This is an optimization exercise on Yosys and OpenROAD, whose aim is small area, a short achievable clock period and few clock cycles, not a production implementation.
In this exercise RTL edits were held to simulation tests only and were not proved equivalent to the original.
No activity file was given, so power comes from the tool's default toggle rates.

// cpu16_top
module cpu16_top (
	input  logic        CLK,
	input  logic        rst_n,
	input  logic        imem_ack,
	input  logic [15:0] imem_data,
	input  logic        dmem_ack,
	input  logic [15:0] dmem_rdata,
	output logic        imem_req,
	output logic [15:0] imem_addr,
	output logic        dmem_req,
	output logic [32:0] dmem_cmd,
	output logic        halted
);
export LEC_CHECK = 0
export ABC_AREA = 1
export CAP_MARGIN = 20
export CORE_MARGIN = 2
export CORE_UTILIZATION = 40
export CTS_CLUSTER_SIZE = 60
export SETUP_SLACK_MARGIN = 3.5
export SLEW_MARGIN = 20
create_clock -name core_clock -period 6.5 [get_ports {CLK}]
standard.sh (not shown) runs the stock make flow with config.mk's settings and CLKGATE_MAP_FILE= SYNTH_SCRIPT=/design/flow/synth_recipe.tcl, a recipe that flattens the netlist after the stock synthesis.
==> flow/flow/run.sh <==
#!/bin/bash
set -e
export BUFFER_PORTS_ARGS="-buffer_cell sky130_fd_sc_hd__buf_2"
bash standard.sh > standard.log 2>&1
Testbench counts at the start, summed over its fixed seeds: cycles 42,776.
Edit:
CTS_CLUSTER_SIZE = not set   (was 60)
GPL_TIMING_DRIVEN = 0   (was not set)
After rerunning: The changed run completed without violations; hold slack barely changes; total power climbs by 3.1%; core utilization rises by 2.0 points; cell count went up by 2.5%; global-route usage rose by 1.4 points; wire length climbs by 5.6%; design area goes up by 4.2%; via count went up by 1.3%; non-clock buffer count increases by 83.
Edit:
==> flow/run.sh (new file) <==
#!/bin/bash
# synth_recipe.tcl (not shown) runs the flow's synth.tcl, then flattens the netlist and writes it again
# the make line also repeats each setting of config.mk as NAME=value (left out here)
make -C /OpenROAD-flow-scripts/flow DESIGN_CONFIG=/design/flow/config.mk WORK_HOME=/design/flow/orfs CLKGATE_MAP_FILE= SYNTH_SCRIPT=/design/flow/synth_recipe.tcl finish
GPL_TIMING_DRIVEN = not set   (was 0)
removed: flow/flow/run.sh
removed: flow/standard.sh
Result: Synthesized cell count is unchanged. Total power falls by 0.44%. Global-route usage is lower by 0.44 points.

cpu16_top again, from the RTL that the note above started with.
==> flow/config.mk <==
export PLATFORM = sky130hd
export DESIGN_NAME = cpu16_top
export DESIGN_NICKNAME = cpu16_top
export VERILOG_FILES = /design/flow/design.v
export SDC_FILE = /design/flow/constraint.sdc
export NUM_CORES = 4
export LEC_CHECK = 0
export ABC_AREA = 1
export CAP_MARGIN = 20
export CORE_MARGIN = 2
export CORE_UTILIZATION = 50
export SETUP_SLACK_MARGIN = 3.5
export SLEW_MARGIN = 20
==> flow/constraint.sdc <==
create_clock -name core_clock -period 6.5 [get_ports {CLK}]
set_input_delay 1.3000 -clock core_clock [delete_from_list [all_inputs] [get_ports {CLK}]]
set_output_delay 1.3000 -clock core_clock [all_outputs]
set_load 0.01 [all_outputs]
==> flow/flow/run.sh <==
#!/bin/bash
set -e
export BUFFER_PORTS_ARGS="-buffer_cell sky130_fd_sc_hd__buf_2"
bash standard.sh > standard.log 2>&1
The baseline went through all stages and came out clean.
Testbench counts at the start, summed over its fixed seeds: cycles 42,776.
Change:
CORE_UTILIZATION = 40   (was 50)
Power falls by about 1.8%.
Sequential share of layout area rises by 1.0 points.
Clock skew rises by 17 ps.
Final area falls by about 2.4%.
Wire length falls by about 9%.
Final cell count rises by about 3.2%.
Global-route usage falls by 9.5 points.
Via count falls by about 3.4%.

Setup of job 101:
cpu16_top again, from the RTL that the note above started with.
export LEC_CHECK = 0
export ABC_AREA = 1
export CAP_MARGIN = 20
export CORE_MARGIN = 2
export CORE_UTILIZATION = 40
export SETUP_SLACK_MARGIN = 3.6
export SLEW_MARGIN = 20
create_clock -name core_clock -period 6.5 [get_ports {CLK}]
Scripts as last shown in full above: flow/flow/run.sh
Having completed the whole flow, job 101 delivered a layout that passed the timing, DRC and antenna checks.
Testbench counts of job 101, summed over its fixed seeds: cycles 42,776.
Inputs modified between job 101 and job 102:
- SETUP_SLACK_MARGIN: 3.6 -> 3.5
- CORE_UTILIZATION: 40 -> 55
==> flow/run.sh (new file) <==
#!/bin/bash
# synth_recipe.tcl (not shown) runs the flow's synth.tcl, then flattens the netlist and writes it again
# the make line also repeats each setting of config.mk as NAME=value (left out here)
make -C /OpenROAD-flow-scripts/flow DESIGN_CONFIG=/design/flow/config.mk WORK_HOME=/design/flow/orfs CLKGATE_MAP_FILE= SYNTH_SCRIPT=/design/flow/synth_recipe.tcl finish
removed: flow/flow/run.sh
removed: flow/standard.sh
[summary]
Global routing met1 resource utilization sits higher in job 102 than in job 101. Switching power: job 101 and job 102 compared, higher one is job 101. For the clock power, job 102 came in about 12% lower than job 101 did. Job 102 against job 101: power density relative to cell area now sits lower, clock-buffer cell count now sits higher, number of cell rows now sits lower, sequential share of layout area now sits higher.
--- input diff job 102..job 103 ---
- TNS_END_PERCENT now 30, previously not set
- CORE_UTILIZATION now 40, was 55
==> flow/flow/run.sh (new file) <==
#!/bin/bash
set -e
export BUFFER_PORTS_ARGS="-buffer_cell sky130_fd_sc_hd__buf_2"
bash standard.sh > standard.log 2>&1
==> flow/standard.sh (new file) <==
#!/bin/bash
# synth_recipe.tcl (not shown) runs the flow's synth.tcl, then flattens the netlist and writes it again
# the make line also repeats each setting of config.mk as NAME=value (left out here)
make -C /OpenROAD-flow-scripts/flow DESIGN_CONFIG=/design/flow/config.mk WORK_HOME=/design/flow/orfs CLKGATE_MAP_FILE= SYNTH_SCRIPT=/design/flow/synth_recipe.tcl "${@:-finish}"
removed: flow/run.sh
==> comparison <==
Between job 103 and job 102, the number of multi-input combinational cells does not differ in any meaningful way.
Compared with job 102, placement density in the core of job 103 is lower.
Going from job 102 to job 103, total wire length after detailed routing down about 5%, combinational gate power went down about 9%.

Starting RTL as in the previous note.
==> flow/design.v (excerpt) <==
module cpu16_top (
	input  logic        CLK,
	input  logic        rst_n,
	input  logic        imem_ack,
	input  logic [15:0] imem_data,
	input  logic        dmem_ack,
	input  logic [15:0] dmem_rdata,
	output logic        imem_req,
	output logic [15:0] imem_addr,
	output logic        dmem_req,
	output logic [32:0] dmem_cmd,
	output logic        halted
);
	logic        ph;        
	logic [15:0] ir;        
	logic [15:0] a;         
	logic [15:0] b;         
	logic [15:0] fa;        
	logic [3:0]  flags;     
	logic [15:0] res_q;     
	logic        c_q;       
	logic        wr_q;      
	logic        dm_pend;   
	logic        halted_r;
	logic        tk_abs;    
	logic        tk_rel;    
	logic        fr_q;      
	logic        fw_q;      
	logic [15:0] regs [16];
	logic x_halt;   
	logic x_mem;    
	logic x_ld;     
	logic x_wr;     
	logic x_alu;    
	logic x_xw;     
	logic x_lw;     
	logic x_arith, x_sub, x_and, x_or, x_xor, x_shl, x_shr, x_mov;
	logic dm_wait, f_acc, x_go;
	assign dm_wait = dm_pend && !dmem_ack;
	assign f_acc   = !ph && imem_ack && !dm_wait;
	assign x_go    = ph && !dm_pend;
	logic [15:0] incval;
	assign incval = ir[13] ? b - 16'd1 : b + 16'd1;
  ...
==> flow/config.mk <==
export PLATFORM = sky130hd
export DESIGN_NAME = cpu16_top
export DESIGN_NICKNAME = cpu16_top
export VERILOG_FILES = /design/flow/design.v
export SDC_FILE = /design/flow/constraint.sdc
export NUM_CORES = 4
export LEC_CHECK = 0
export ABC_AREA = 1
export CAP_MARGIN = 20
export CORE_MARGIN = 2
export CORE_UTILIZATION = 55
export SETUP_SLACK_MARGIN = 3.5
export SLEW_MARGIN = 20
==> flow/constraint.sdc <==
create_clock -name core_clock -period 6.5 [get_ports {CLK}]
set_input_delay 1.3000 -clock core_clock [delete_from_list [all_inputs] [get_ports {CLK}]]
set_output_delay 1.3000 -clock core_clock [all_outputs]
set_load 0.01 [all_outputs]
==> flow/flow/run.sh <==
#!/bin/bash
set -e
export BUFFER_PORTS_ARGS="-buffer_cell sky130_fd_sc_hd__buf_1"
bash standard.sh > standard.log 2>&1
Testbench counts at the start, summed over its fixed seeds: cycles 42,776.
Edit:
==> flow/flow/run.sh (replaced) <==
#!/bin/bash
set -e
export BUFFER_PORTS_ARGS="-buffer_cell sky130_fd_sc_hd__buf_2"
bash standard.sh > standard.log 2>&1
--- a/flow/config.mk
+++ b/flow/config.mk
@@ -9,5 +9,6 @@
 export CAP_MARGIN = 20
 export CORE_MARGIN = 2
-export CORE_UTILIZATION = 55
+export CORE_UTILIZATION = 40
+export CTS_CLUSTER_SIZE = 30
 export SETUP_SLACK_MARGIN = 3.5
 export SLEW_MARGIN = 20
Outcome:
- The changed run completed with no timing, DRC or antenna violations
- hold slack is worse by 32 ps
- setup slack is better by 57 ps
- total power decreases by 2.9%
- final cell count increases by 4.6%
Edit:
--- a/flow/config.mk
+++ b/flow/config.mk
@@ -10,5 +10,5 @@
 export CORE_MARGIN = 2
 export CORE_UTILIZATION = 40
-export CTS_CLUSTER_SIZE = 30
 export SETUP_SLACK_MARGIN = 3.5
 export SLEW_MARGIN = 20
+export TNS_END_PERCENT = 5
The changed run ran to the end with no violations; synthesized cell count does not change; hold slack degrades by 7.0 ps; final cell count shrinks by 0.50%; non-clock buffer count falls by 23; utilization came out lower by 0.45 points; sequential cell count stays the same; clock-buffer cell count falls by 2; setup slack got worse by 67 ps; die area stays the same.

Starting RTL as in the previous note.
==> flow/config.mk <==
export PLATFORM = sky130hd
export DESIGN_NAME = cpu16_top
export DESIGN_NICKNAME = cpu16_top
export VERILOG_FILES = /design/flow/design.v
export SDC_FILE = /design/flow/constraint.sdc
export NUM_CORES = 4
export LEC_CHECK = 0
export ABC_AREA = 1
export CAP_MARGIN = 20
export CORE_MARGIN = 2
export CORE_UTILIZATION = 40
export SETUP_SLACK_MARGIN = 3.8
export SLEW_MARGIN = 20
==> flow/constraint.sdc <==
create_clock -name core_clock -period 6.5 [get_ports {CLK}]
set_input_delay 1.3000 -clock core_clock [delete_from_list [all_inputs] [get_ports {CLK}]]
set_output_delay 1.3000 -clock core_clock [all_outputs]
set_load 0.01 [all_outputs]
run.sh (not shown) runs the stock make flow with config.mk's settings and CLKGATE_MAP_FILE= SYNTH_SCRIPT=/design/flow/synth_recipe.tcl, a recipe that flattens the netlist after the stock synthesis.
Stock flow here: none of the scripts above is used.
Testbench counts at the start, summed over its fixed seeds: cycles 42,776.
Next try:
==> flow/flow/run.sh (new file) <==
#!/bin/bash
set -e
export BUFFER_PORTS_ARGS="-buffer_cell sky130_fd_sc_hd__buf_2"
bash standard.sh > standard.log 2>&1
==> flow/standard.sh (new file) <==
#!/bin/bash
# synth_recipe.tcl (not shown) runs the flow's synth.tcl, then flattens the netlist and writes it again
# the make line also repeats each setting of config.mk as NAME=value (left out here)
make -C /OpenROAD-flow-scripts/flow DESIGN_CONFIG=/design/flow/config.mk WORK_HOME=/design/flow/orfs CLKGATE_MAP_FILE= SYNTH_SCRIPT=/design/flow/synth_recipe.tcl "${@:-finish}"
- CTS_BUF_LIST: unset -> sky130_fd_sc_hd__clkbuf_4
- SETUP_SLACK_MARGIN: 3.8 -> 3.5
removed: flow/run.sh
Cell count went down by 1.2%. Wire length falls by 8.3%. Via count falls by 4.0%. Final area drops by 12%. Worst setup slack gains 0.0099 ns. Total power goes down by 10%. Non-clock buffer count went down by 131. Synthesized area does not change. Count of clock-buffer cells in the layout rises by 91.

-- separate check: timing with driven ports --
In the flow no input, the clock included, has a driving cell. The finished layouts below were timed again as built, in two steps.
Step 1: set_driving_cell puts a clkbuf_16 on CLK and a buf_2 on each other input, an assumption about the parent block.
Step 2 times the ports against the registers' clock, not the clock port: input delays grow and output delays shrink by t, the midpoint of the rising clock arrivals with the driver on.
Slacks: ideal ports / drivers / drivers and shift; pairs: ideal ports / drivers.
| run | shift t [ns] | slack for setup (ns) | worst setup path at the end | clock arrival spread, ns | pins driven straight from the clock port |
|---|---|---|---|---|---|
| the first run of note 1 | 0.631 | 3.345 / 3.303 / 2.926 | input to register | 0.047 / 0.047 | 1 |
| the second run of note 1 | 0.627 | 3.326 / 3.263 / 2.930 | input to register | 0.036 / 0.036 | 1 |
| the third run of note 1 | 0.627 | 3.341 / 3.299 / 2.909 | input to register | 0.036 / 0.035 | 1 |
| the first run of note 2 | 0.599 | 3.366 / 3.314 / 2.830 | input to register | 0.015 / 0.016 | 1 |
| the second run of note 2 | 0.619 | 3.368 / 3.327 / 2.897 | input to register | 0.035 / 0.035 | 1 |
| job 101 | 0.632 | 3.360 / 3.311 / 3.000 | input to register | 0.036 / 0.036 | 1 |
| job 102 | 0.631 | 3.375 / 3.331 / 2.817 | input to register | 0.031 / 0.031 | 1 |
| job 103 | 0.641 | 3.347 / 3.295 / 2.812 | input to register | 0.048 / 0.048 | 1 |
| the first run of note 4 | 0.617 | 3.311 / 3.272 / 2.861 | input to register | 0.022 / 0.022 | 1 |
| the second run of note 4 | 0.619 | 3.368 / 3.327 / 2.897 | input to register | 0.035 / 0.035 | 1 |
| the third run of note 4 | 0.639 | 3.302 / 3.244 / 2.736 | input to register | 0.046 / 0.046 | 1 |
| the first run of note 5 | 0.633 | 3.358 / 3.310 / 2.934 | input to register | 0.049 / 0.050 | 1 |
| the second run of note 5 | 0.879 | 3.368 / 3.328 / 2.621 | input to register | 0.098 / 0.098 | 1 |
After both steps setup and hold are still met in every run listed. For the second run of note 5, which loses most, drivers alone change the setup slack by -0.040 ns; drivers and shift together by -0.747 ns.
